What follows belongs to an exercise in optimizing a design on an open flow for small area, a short achievable clock period and few clock cycles; a production flow would make more cautious choices.
Function was checked by simulation only, so behaviour that the tests miss may differ from the original.
Power figures rest on the tool's default switching activity, not on a simulated workload.

[flow/run.sh]
#!/bin/bash
# synth_recipe.tcl (not shown) runs the flow's synth.tcl, then flattens the netlist and writes it again
# the make line also repeats each setting of config.mk as NAME=value (left out here)
make -C /OpenROAD-flow-scripts/flow DESIGN_CONFIG=/design/flow/config.mk WORK_HOME=/design/flow/orfs CLKGATE_MAP_FILE= SYNTH_SCRIPT=/design/flow/synth_recipe.tcl finish
[flow/config.mk]
export PLATFORM = sky130hd
export DESIGN_NAME = bmp_pixel_stream_blitter_core
export DESIGN_NICKNAME = bmp_pixel_stream_blitter_core
export VERILOG_FILES = /design/flow/design.v
export SDC_FILE = /design/flow/constraint.sdc
export NUM_CORES = 4
export LEC_CHECK = 0
export CAP_MARGIN = 20
export CORE_MARGIN = 2
export CORE_UTILIZATION = 40
export SLEW_MARGIN = 20
[flow/constraint.sdc]
create_clock -name core_clock -period 8.0 [get_ports {clk}]
set_input_delay 1.6000 -clock core_clock [delete_from_list [all_inputs] [get_ports {clk}]]
set_output_delay 1.6000 -clock core_clock [all_outputs]
set_load 0.01 [all_outputs]
[flow/design.v]
`timescale 1ns / 1ps
`default_nettype none
package bpsb_pkg;
  localparam int MaxImageDim = 4096;
  localparam int FramebufferBpp = 32;
  localparam int PIXEL_W = 8;
  localparam int DIM_W = 13;
  localparam int HEIGHT_W = 14;
  localparam int COL_W = 12;
  localparam int ROW_W = 13;
  localparam int ORIGIN_W = 12;
  localparam int SHIFTS_W = 20;
  localparam int ADDR_W = 26;
  localparam int WORD_W = FramebufferBpp;
  localparam int CFG_IDX_W = 3;
  localparam int CFG_DATA_W = SHIFTS_W;
  localparam int QueueDepth = 2;
  localparam int QPTR_W = $clog2(QueueDepth);
  localparam int QCNT_W = $clog2(QueueDepth + 1);
  typedef enum logic [CFG_IDX_W-1:0] {
    REG_DEPTH_MODE,
    REG_IMAGE_WIDTH,
    REG_IMAGE_HEIGHT,
    REG_X_ORIGIN,
    REG_Y_ORIGIN,
    REG_LINE_PITCH,
    REG_CHANNEL_SHIFTS
  } reg_index_t;
  typedef struct packed {
    logic                       depth_mode;
    logic [DIM_W-1:0]           image_width;
    logic signed [HEIGHT_W-1:0] image_height;
    logic [ORIGIN_W-1:0]        x_origin;
    logic [ORIGIN_W-1:0]        y_origin;
    logic [DIM_W-1:0]           line_pitch;
    logic [SHIFTS_W-1:0]        channel_shifts;
  } cfg_t;
  typedef struct packed {
    logic [PIXEL_W-1:0] blue;
    logic [PIXEL_W-1:0] green;
    logic [PIXEL_W-1:0] red;
    logic [PIXEL_W-1:0] alpha;
    logic [ROW_W-1:0]   row;
    logic [COL_W-1:0]   col;
    logic               final_write;
  } job_t;
  typedef struct packed {
    logic empty;
    logic full;
  } q_stat_t;
endpackage
`default_nettype wire
`timescale 1ns / 1ps
`default_nettype none
import bpsb_pkg::*;
module bpsb_front (
  input  logic              clk,
  input  logic              rst,
  input  logic              pixels_valid,
  output logic              pixels_ready,
  input  logic [7:0]        pixels_pixel_byte,
  input  logic              pixels_image_start,
  input  bpsb_pkg::cfg_t    cfg,
  input  bpsb_pkg::q_stat_t q_stat,
  output logic              job_push,
  output bpsb_pkg::job_t    job
);
  function automatic logic [DIM_W-1:0] eff_width(input logic [DIM_W-1:0] width);
    eff_width = (width > DIM_W'(MaxImageDim)) ? DIM_W'(MaxImageDim) : width;
  endfunction
  function automatic logic height_negative(input logic [HEIGHT_W-1:0] height);
    height_negative = height[HEIGHT_W-1];
  endfunction
  function automatic logic [DIM_W-1:0] eff_height(input logic [HEIGHT_W-1:0] height);
    logic [HEIGHT_W-1:0] h;
    logic [HEIGHT_W-1:0] m;
    h = height;
    m = h[HEIGHT_W-1] ? (HEIGHT_W'(0) - h) : h;
    eff_height = (m > HEIGHT_W'(MaxImageDim)) ? DIM_W'(MaxImageDim) : m[DIM_W-1:0];
  endfunction
  logic [1:0]       byte_position, byte_position_next;
  logic [23:0]      pixel_assembly, pixel_assembly_next;
  logic [COL_W-1:0] column_count, column_count_next;
  logic [ROW_W-1:0] row_count, row_count_next;
  logic [1:0]       padding_left, padding_left_next;
  logic             image_done, image_done_next;
  logic               accept;
  logic [DIM_W-1:0]   w;
  logic [DIM_W-1:0]   h;
  logic [1:0]         last_pos;
  logic [PIXEL_W-1:0] b;
  logic [1:0]         pos0;
  logic [23:0]        asm0;
  logic [COL_W-1:0]   col0;
  logic [ROW_W-1:0]   row0;
  logic [1:0]         pad0;
  logic               done0;
  logic [COL_W:0]     col_inc;
  logic [ROW_W:0]     row_inc;
  logic               fin;
  assign pixels_ready = !q_stat.full;
  assign accept = pixels_valid && pixels_ready;
  assign w = eff_width(cfg.image_width);
  assign h = eff_height(cfg.image_height);
  assign last_pos = cfg.depth_mode ? 2'd3 : 2'd2;
  assign b = pixels_pixel_byte;
  always_comb begin
    if (pixels_image_start) begin
      pos0 = '0;
      asm0 = '0;
      col0 = '0;
      row0 = '0;
      pad0 = '0;
      done0 = (w == '0) || (h == '0);
    end else begin
      pos0 = byte_position;
      asm0 = pixel_assembly;
      col0 = column_count;
      row0 = row_count;
      pad0 = padding_left;
      done0 = image_done;
    end
  end
  always_comb begin
    byte_position_next = byte_position;
    pixel_assembly_next = pixel_assembly;
    column_count_next = column_count;
    row_count_next = row_count;
    padding_left_next = padding_left;
    image_done_next = image_done;
    job_push = 1'b0;
    fin = 1'b0;
    col_inc = {1'b0, col0} + (COL_W+1)'(1);
    row_inc = {1'b0, row0} + (ROW_W+1)'(1);
    if (accept) begin
      byte_position_next = pos0;
      pixel_assembly_next = asm0;
      column_count_next = col0;
      row_count_next = row0;
      padding_left_next = pad0;
      image_done_next = done0;
      if (!done0) begin
        if (pad0 != 2'd0) begin
          padding_left_next = pad0 - 2'd1;
        end else if (pos0 < last_pos) begin
          case (pos0)
            2'd0: pixel_assembly_next[7:0] = b;
            2'd1: pixel_assembly_next[15:8] = b;
            default: pixel_assembly_next[23:16] = b;
          endcase
          byte_position_next = pos0 + 2'd1;
        end else begin
          job_push = 1'b1;
          byte_position_next = 2'd0;
          if (col_inc >= w) begin
            column_count_next = '0;
            row_count_next = row_inc[ROW_W-1:0];
            if (row_inc >= {1'b0, h}) begin
              fin = 1'b1;
              image_done_next = 1'b1;
            end else begin
              padding_left_next = cfg.depth_mode ? 2'd0 : w[1:0];
            end
          end else begin
            column_count_next = col_inc[COL_W-1:0];
          end
        end
      end
    end
  end
  assign job = {asm0[7:0], asm0[15:8], cfg.depth_mode ? asm0[23:16] : b,
                cfg.depth_mode ? b : PIXEL_W'(0), row0, col0, fin};
  always_ff @(posedge clk) begin
    if (rst) begin
      byte_position <= '0;
      pixel_assembly <= '0;
      column_count <= '0;
      row_count <= '0;
      padding_left <= '0;
      image_done <= 1'b1;
    end else begin
      byte_position <= byte_position_next;
      pixel_assembly <= pixel_assembly_next;
      column_count <= column_count_next;
      row_count <= row_count_next;
      padding_left <= padding_left_next;
      image_done <= image_done_next;
    end
  end
endmodule
`default_nettype wire
`timescale 1ns / 1ps
`default_nettype none
import bpsb_pkg::*;
module bpsb_queue (
  input  logic              clk,
  input  logic              rst,
  input  logic              push,
  input  bpsb_pkg::job_t    push_job,
  input  logic              pop,
  output bpsb_pkg::job_t    head,
  output bpsb_pkg::q_stat_t q_stat
);
  bpsb_pkg::job_t    entry0;
  bpsb_pkg::job_t    entry1;
  logic [QPTR_W-1:0] wr_ptr;
  logic [QPTR_W-1:0] rd_ptr;
  logic [QCNT_W-1:0] count;
  function automatic logic [QPTR_W-1:0] ptr_inc(input logic [QPTR_W-1:0] p);
    ptr_inc = (p == QPTR_W'(QueueDepth - 1)) ? '0 : p + QPTR_W'(1);
  endfunction
  assign head = rd_ptr ? entry1 : entry0;
  assign q_stat.empty = (count == '0);
  assign q_stat.full = (count == QCNT_W'(QueueDepth));
  always_ff @(posedge clk) begin
    if (push && !wr_ptr) begin
      entry0 <= push_job;
    end
    if (push && wr_ptr) begin
      entry1 <= push_job;
    end
  end
  always_ff @(posedge clk) begin
    if (rst) begin
      wr_ptr <= '0;
      rd_ptr <= '0;
      count <= '0;
    end else begin
      if (push) begin
        wr_ptr <= ptr_inc(wr_ptr);
      end
      if (pop) begin
        rd_ptr <= ptr_inc(rd_ptr);
      end
      if (push && !pop) begin
        count <= count + QCNT_W'(1);
      end else if (pop && !push) begin
        count <= count - QCNT_W'(1);
      end
    end
  end
endmodule
`default_nettype wire
`timescale 1ns / 1ps
`default_nettype none
import bpsb_pkg::*;
module bpsb_back (
  input  logic           clk,
  input  logic           rst,
  input  bpsb_pkg::cfg_t cfg,
  input  bpsb_pkg::job_t head,
  input  logic           head_valid,
  output logic           pop,
  output logic                            writes_valid,
  input  logic                            writes_ready,
  output logic [bpsb_pkg::ADDR_W-1:0]     writes_write_address,
  output logic [bpsb_pkg::WORD_W-1:0]     writes_write_data,
  output logic                            writes_final_write
);
  function automatic logic [DIM_W-1:0] eff_width(input logic [DIM_W-1:0] width);
    eff_width = (width > DIM_W'(MaxImageDim)) ? DIM_W'(MaxImageDim) : width;
  endfunction
  function automatic logic height_negative(input logic [HEIGHT_W-1:0] height);
    height_negative = height[HEIGHT_W-1];
  endfunction
  function automatic logic [DIM_W-1:0] eff_height(input logic [HEIGHT_W-1:0] height);
    logic [HEIGHT_W-1:0] h;
    logic [HEIGHT_W-1:0] m;
    h = height;
    m = h[HEIGHT_W-1] ? (HEIGHT_W'(0) - h) : h;
    eff_height = (m > HEIGHT_W'(MaxImageDim)) ? DIM_W'(MaxImageDim) : m[DIM_W-1:0];
  endfunction
  logic              a_valid;
  logic [ADDR_W-1:0] a_y;
  logic [WORD_W-1:0] a_data;
  logic [COL_W-1:0]  a_col;
  logic              a_final;
  logic              b_advance;
  logic              a_advance;
  logic [ADDR_W-1:0] y_calc;
  logic [WORD_W-1:0] data_calc;
  logic [ADDR_W-1:0] prod;
  logic [ADDR_W-1:0] addr_calc;
  function automatic logic [WORD_W-1:0] place(input logic [PIXEL_W-1:0] v,
                                              input logic [4:0] sh);
    place = {(WORD_W-PIXEL_W)'(0), v} << sh;
  endfunction
  assign b_advance = !writes_valid || writes_ready;
  assign a_advance = !a_valid || b_advance;
  assign pop = head_valid && a_advance;
  always_comb begin
    if (height_negative(cfg.image_height)) begin
      y_calc = ADDR_W'(cfg.y_origin) + ADDR_W'(head.row);
    end else begin
      y_calc = ADDR_W'(cfg.y_origin) + ADDR_W'(eff_height(cfg.image_height)) - ADDR_W'(1)
             - ADDR_W'(head.row);
    end
    data_calc = place(head.alpha, cfg.channel_shifts[19:15])
              | place(head.red, cfg.channel_shifts[14:10])
              | place(head.green, cfg.channel_shifts[9:5])
              | place(head.blue, cfg.channel_shifts[4:0]);
    prod = a_y * ADDR_W'(cfg.line_pitch);
    addr_calc = prod + ADDR_W'(cfg.x_origin) + ADDR_W'(a_col);
  end
  always_ff @(posedge clk) begin
    if (rst) begin
      a_valid <= 1'b0;
      writes_valid <= 1'b0;
    end else begin
      if (a_advance) begin
        a_valid <= pop;
      end
      if (b_advance) begin
        writes_valid <= a_valid;
      end
    end
  end
  always_ff @(posedge clk) begin
    if (pop) begin
      a_y <= y_calc;
      a_data <= data_calc;
      a_col <= head.col;
      a_final <= head.final_write;
    end
    if (b_advance && a_valid) begin
      writes_write_address <= addr_calc;
      writes_write_data <= a_data;
      writes_final_write <= a_final;
    end
  end
endmodule
`default_nettype wire
`timescale 1ns / 1ps
`default_nettype none
import bpsb_pkg::*;
module bmp_pixel_stream_blitter_core (
  input  logic                               clk,
  input  logic                               rst,
  input  logic                               pixels_valid,
  output logic                               pixels_ready,
  input  logic [bpsb_pkg::PIXEL_W-1:0]       pixels_pixel_byte,
  input  logic                               pixels_image_start,
  output logic                               writes_valid,
  input  logic                               writes_ready,
  output logic [bpsb_pkg::ADDR_W-1:0]        writes_write_address,
  output logic [bpsb_pkg::WORD_W-1:0]        writes_write_data,
  output logic                               writes_final_write,
  input  logic                               cfg_write,
  input  logic [bpsb_pkg::CFG_IDX_W-1:0]     cfg_index,
  input  logic [bpsb_pkg::CFG_DATA_W-1:0]    cfg_data
);
  bpsb_pkg::cfg_t    cfg;
  bpsb_pkg::job_t    job;
  bpsb_pkg::job_t    head;
  logic    job_push;
  logic    q_pop;
  bpsb_pkg::q_stat_t q_stat;
  logic                       r_depth_mode;
  logic [DIM_W-1:0]           r_image_width;
  logic [HEIGHT_W-1:0]        r_image_height;
  logic [ORIGIN_W-1:0]        r_x_origin;
  logic [ORIGIN_W-1:0]        r_y_origin;
  logic [DIM_W-1:0]           r_line_pitch;
  logic [SHIFTS_W-1:0]        r_channel_shifts;
  always_ff @(posedge clk) begin
    if (rst) begin
      r_depth_mode <= 1'b0;
      r_image_width <= '0;
      r_image_height <= '0;
      r_x_origin <= '0;
      r_y_origin <= '0;
      r_line_pitch <= DIM_W'(1);
      r_channel_shifts <= '0;
    end else if (cfg_write) begin
      case (cfg_index)
        REG_DEPTH_MODE: r_depth_mode <= cfg_data[0];
        REG_IMAGE_WIDTH: r_image_width <= cfg_data[DIM_W-1:0];
        REG_IMAGE_HEIGHT: r_image_height <= cfg_data[HEIGHT_W-1:0];
        REG_X_ORIGIN: r_x_origin <= cfg_data[ORIGIN_W-1:0];
        REG_Y_ORIGIN: r_y_origin <= cfg_data[ORIGIN_W-1:0];
        REG_LINE_PITCH: r_line_pitch <= cfg_data[DIM_W-1:0];
        REG_CHANNEL_SHIFTS: r_channel_shifts <= cfg_data[SHIFTS_W-1:0];
        default: begin
        end
      endcase
    end
  end
  assign cfg = {r_depth_mode, r_image_width, r_image_height, r_x_origin, r_y_origin,
                r_line_pitch, r_channel_shifts};
  bpsb_front u_front (
    .clk      (clk),
    .rst      (rst),
    .pixels_valid       (pixels_valid),
    .pixels_ready       (pixels_ready),
    .pixels_pixel_byte  (pixels_pixel_byte),
    .pixels_image_start (pixels_image_start),
    .cfg      (cfg),
    .q_stat   (q_stat),
    .job_push (job_push),
    .job      (job)
  );
  bpsb_queue u_queue (
    .clk      (clk),
    .rst      (rst),
    .push     (job_push),
    .push_job (job),
    .pop      (q_pop),
    .head     (head),
    .q_stat   (q_stat)
  );
  bpsb_back u_back (
    .clk        (clk),
    .rst        (rst),
    .cfg        (cfg),
    .head       (head),
    .head_valid (!q_stat.empty),
    .pop        (q_pop),
    .writes_valid         (writes_valid),
    .writes_ready         (writes_ready),
    .writes_write_address (writes_write_address),
    .writes_write_data    (writes_write_data),
    .writes_final_write   (writes_final_write)
  );
endmodule
`default_nettype wire
==> impl_metrics.env <==
export IMPL_outcome="no timing/DRC/antenna violations"
export IMPL_cts_tree="built"
export IMPL_start_kind="register"
export IMPL_hold_viol_final=0
export IMPL_clk_latency_ps=610
export IMPL_cts_made_buffers=44
export IMPL_antenna_found_initial=0
export IMPL_finish_utilization_pct=45.3
export IMPL_power_density_nw_per_um2=251
export IMPL_hold_class="register to register"
export IMPL_syn_nets=3252
export IMPL_grt_pass1_vias=20858
export IMPL_postCtsHoldBufs=0
export IMPL_crit_arrival_ps=7200
export IMPL_synthArstFlopShare_pct=0
export IMPL_firstDrtPassIters=7
export IMPL_dp_cells=3777
export IMPL_antenna_cells=0
export IMPL_ys_seq_elements=388
export IMPL_worst_setup_path_type="register to register"
export IMPL_maxCapViolations=0
export IMPL_r2r_cells=25
export IMPL_vdd_ir_drop_max_uv=173
export IMPL_grt_max_degree=83
export IMPL_routed_via_count=21050
export IMPL_fillerInstances=6434
export IMPL_totalWireLength_um=78500
export IMPL_synthCells=2869
export IMPL_drive_gt1_share_pct=6.42
export IMPL_cpMaxStageDelayCell="o31ai_1"
export IMPL_path_clk_slew_ps=60
export IMPL_slew_headroom_pct=28.9
export IMPL_dp_hpwl_um=59300
export IMPL_path_depth=25
export IMPL_fin_cells=3858
export IMPL_regArea_um2=10200
export IMPL_cp_max_fo=11
export IMPL_cts_resized=0
export IMPL_die_width_um=268
export IMPL_finalSetupTns_ps=0
export IMPL_crit_required_ps=8320
export IMPL_worstPathBufferInverterCount=4
export IMPL_nets=3275
export IMPL_clock_path_buffers=3
export IMPL_clock_fmax_mhz=145
export IMPL_fin_skew_ps=24.2
export IMPL_routedWlPerCell_um=20.3
export IMPL_row_count=96
export IMPL_syn_to_final_growth_pct=11.5
export IMPL_fin_hold_ws_ps=419
export IMPL_die_h_um=268
export IMPL_drtIter0Drc=1677
export IMPL_maxSlewViolCount=0
export IMPL_ys_warn_count=4
export IMPL_post_route_min_period_ps=6880
export IMPL_syn_avg_cell_area_um2=9.74
export IMPL_crit_family="compound AO/OA/AOI/OAI gates"
export IMPL_ios=98
export IMPL_multiInputGateArea_um2=16000
export IMPL_die_area_um2=72000
export IMPL_yosysSeqAreaShare_pct=36.5
export IMPL_yosysUniqueCellTypes=82
export IMPL_core_area_um2=68800
export IMPL_cpPeakStageDelay_ps=640
export IMPL_clockRootBuffer="clkbuf_16"
export IMPL_htreeDepth=2
export IMPL_totalPowerFinal_w=0.00781
export IMPL_setup_viol=0
export IMPL_leakagePower_nw=11.9
export IMPL_clock_sinks=388
export IMPL_syn_area_um2=27900
export IMPL_grt_first_pass_wirelength_um=122000
export IMPL_finalCritPeriodShare_pct=86.0
export IMPL_gp_congestion=0.916
export IMPL_drt_vias_per_instance=5.46
export IMPL_initial_core_util_pct=40.6
export IMPL_rsz0062_at_grt="false"
export IMPL_overflow=0
export IMPL_io_buffers=97
export IMPL_track_usage_pct=21.9
export IMPL_worst_slew_pin_slew_ps=1070
export IMPL_synth_edf_count=243
export IMPL_post_route_drc_count=0
export IMPL_endpoint_kind="register"
export IMPL_cts_setup_buffers=0
export IMPL_postRouteAntennaNets=0
export IMPL_synth_ff_type="edfxtp_1"
export IMPL_holdPathStages=0
==> routing by layer <==
metal | share of wire, % | up-vias | wire (um) | track usage, %
met5 | 0 | - | 0 | 0
met4 | 2.5 | 0 | 1940 | 6.02
met3 | 6.2 | 109 | 4840 | 3.09
met2 | 44 | 678 | 34700 | 33.7
met1 | 47 | 10458 | 37000 | 32.3
li1 | - | 9805 | - | -
==> worst paths after layout <==
| kind | startpoint | to | slack, ps |
|---|---|---|---|
| worst min register to register | u_back.a_data[6] | u_back.writes_write_data[6] | 420 |
| worst max register to register | r_image_height[0] | u_back.a_y[13] | 1120 |
| worst max-delay path | r_image_height[0] | u_back.a_y[13] | 1120 |
| worst min-delay path | u_back.a_data[6] | u_back.writes_write_data[6] | 420 |
==> placed cells by master, fill, tap and decap left out, types with 12 or more instances in the layout <==
cell	count
nor3_1	32
nand2_1	504
o22ai_1	27
xnor2_1	65
buf_4	20
dfxtp_1	144
inv_1	319
edfxtp_1	243
mux2_2	35
o31ai_1	12
a211oi_1	13
a31oi_1	20
mux2i_1	37
nand2b_1	27
ha_1	132
and3_1	14
nand3_1	40
a21oi_1	166
mux4_2	28
clkbuf_16	45
o32ai_1	20
nor2_1	126
a21o_1	32
fa_1	214
and2_1	95
or2_2	16
xor2_1	38
nor2b_1	40
a22oi_1	33
or3_1	15
clkdlybuf4s50_1	95
o21ai_0	83
==> logic make-up (layout without fill, tap and decap cells) <==
family | after synthesis | after routing | share of synthesized area [%]
xor+xnor | 103 | 103 | 3.23
simple gates | 949 | 949 | 15.5
buf+inv | 465 | 523 | 6.31
mux | 101 | 101 | 5.08
compound gates | 516 | 516 | 12.0
flops | 388 | 388 | 36.5
fa+ha+maj | 347 | 347 | 21.3
==> synth_stat cells (all sizes together) (7+ instances only) <==
master / instances / area share (%)
ha: 132 / 5.9
a21oi: 167 / 3.0
inv: 320 / 4.3
clkbuf: 122 / 1.6
edfxtp: 243 / 26
or2: 16 / 0.36
a21boi: 7 / 0.19
xor2: 38 / 1.2
o31ai: 13 / 0.37
and2: 96 / 2.2
nor2: 127 / 1.7
nor2b: 41 / 0.92
nand3: 40 / 0.72
o22ai: 27 / 0.60
a22o: 11 / 0.34
a211oi: 14 / 0.42
o221ai: 8 / 0.25
mux2: 35 / 1.4
o32ai: 20 / 0.63
fa: 214 / 15
xnor2: 65 / 2.0
a21o: 32 / 0.86
nand2b: 27 / 0.60
nor3: 33 / 0.59
o21a: 10 / 0.27
mux2i: 38 / 1.4
o211ai: 7 / 0.21
mux4: 28 / 2.3
o21ai: 86 / 1.5
and3: 14 / 0.31
a31oi: 20 / 0.45
nand4: 11 / 0.25
a22oi: 33 / 0.89
dfxtp: 145 / 10
buf: 17 / 0.29
or3: 15 / 0.34
nand2: 504 / 6.8
==> through the flow <==
stage	setup WS [ps]	cell area (um2)
global placement	1520	29700
CTS	1210	31100
global route	561	31100
finish	1120	31100
floorplan	1330	27900
detailed placement	1280	29700
==> flip-flops by register name, summed over array words and instances, names as in the netlist, 12 cells and up <==
signal / cells
u_back.writes_write_data: 32
r_line_pitch: 13
u_queue.entry1: 58
u_back.a_y: 23
u_queue.entry0: 58
u_front.column_count: 12
r_image_height: 14
u_front.row_count: 13
r_y_origin: 12
r_channel_shifts: 20
u_back.a_col: 12
u_back.a_data: 32
u_front.pixel_assembly: 24
r_image_width: 13
r_x_origin: 12
u_back.writes_write_address: 26
==> power by group <==
| group | internal (W) | leakage, nW | total, W | switching, W |
|---|---|---|---|---|
| sequential | 0.00258 | 3.45 | 0.00287 | 0.000287 |
| combinational | 0.00123 | 7.78 | 0.00291 | 0.00168 |
| clock | 0.00114 | 0.705 | 0.00203 | 0.000889 |
==> final cells by class <==
type	instances	area share, %
Multi-Input combinational cell	2016	51.3
Tap cell	931	3.74
Sequential cell	388	32.8
Inverter	326	3.93
Clock buffer	55	3.80
Clock inverter	26	0.908
Timing Repair Buffer	116	3.55
Testbench counts, summed over its fixed seeds: cycles 37,810.

## re-timing with driven ports
Ports are ideal in the flow. The routed layout listed here was re-timed in OpenROAD. Step 1 assumes that a clkbuf_16 drives the clock port and a buf_2 every other input. Step 2 times the ports against the registers' clock, not the clock port: input delays grow and output delays shrink by t, the midpoint of the rising clock arrivals with the driver on. a / b / c = no drivers / after step 1 / after step 2; a / b = the first two.
t (ns): 0.657
setup WS [ns]: 1.116 / 1.116 / 1.116
worst data-port slew with drivers (ns): 0.12
cell pins on the clock port's net: 1
After both steps setup and hold are still met in this run. The setup slack of this run moves by 0.000 ns with the drivers and by 0.000 ns with both steps.
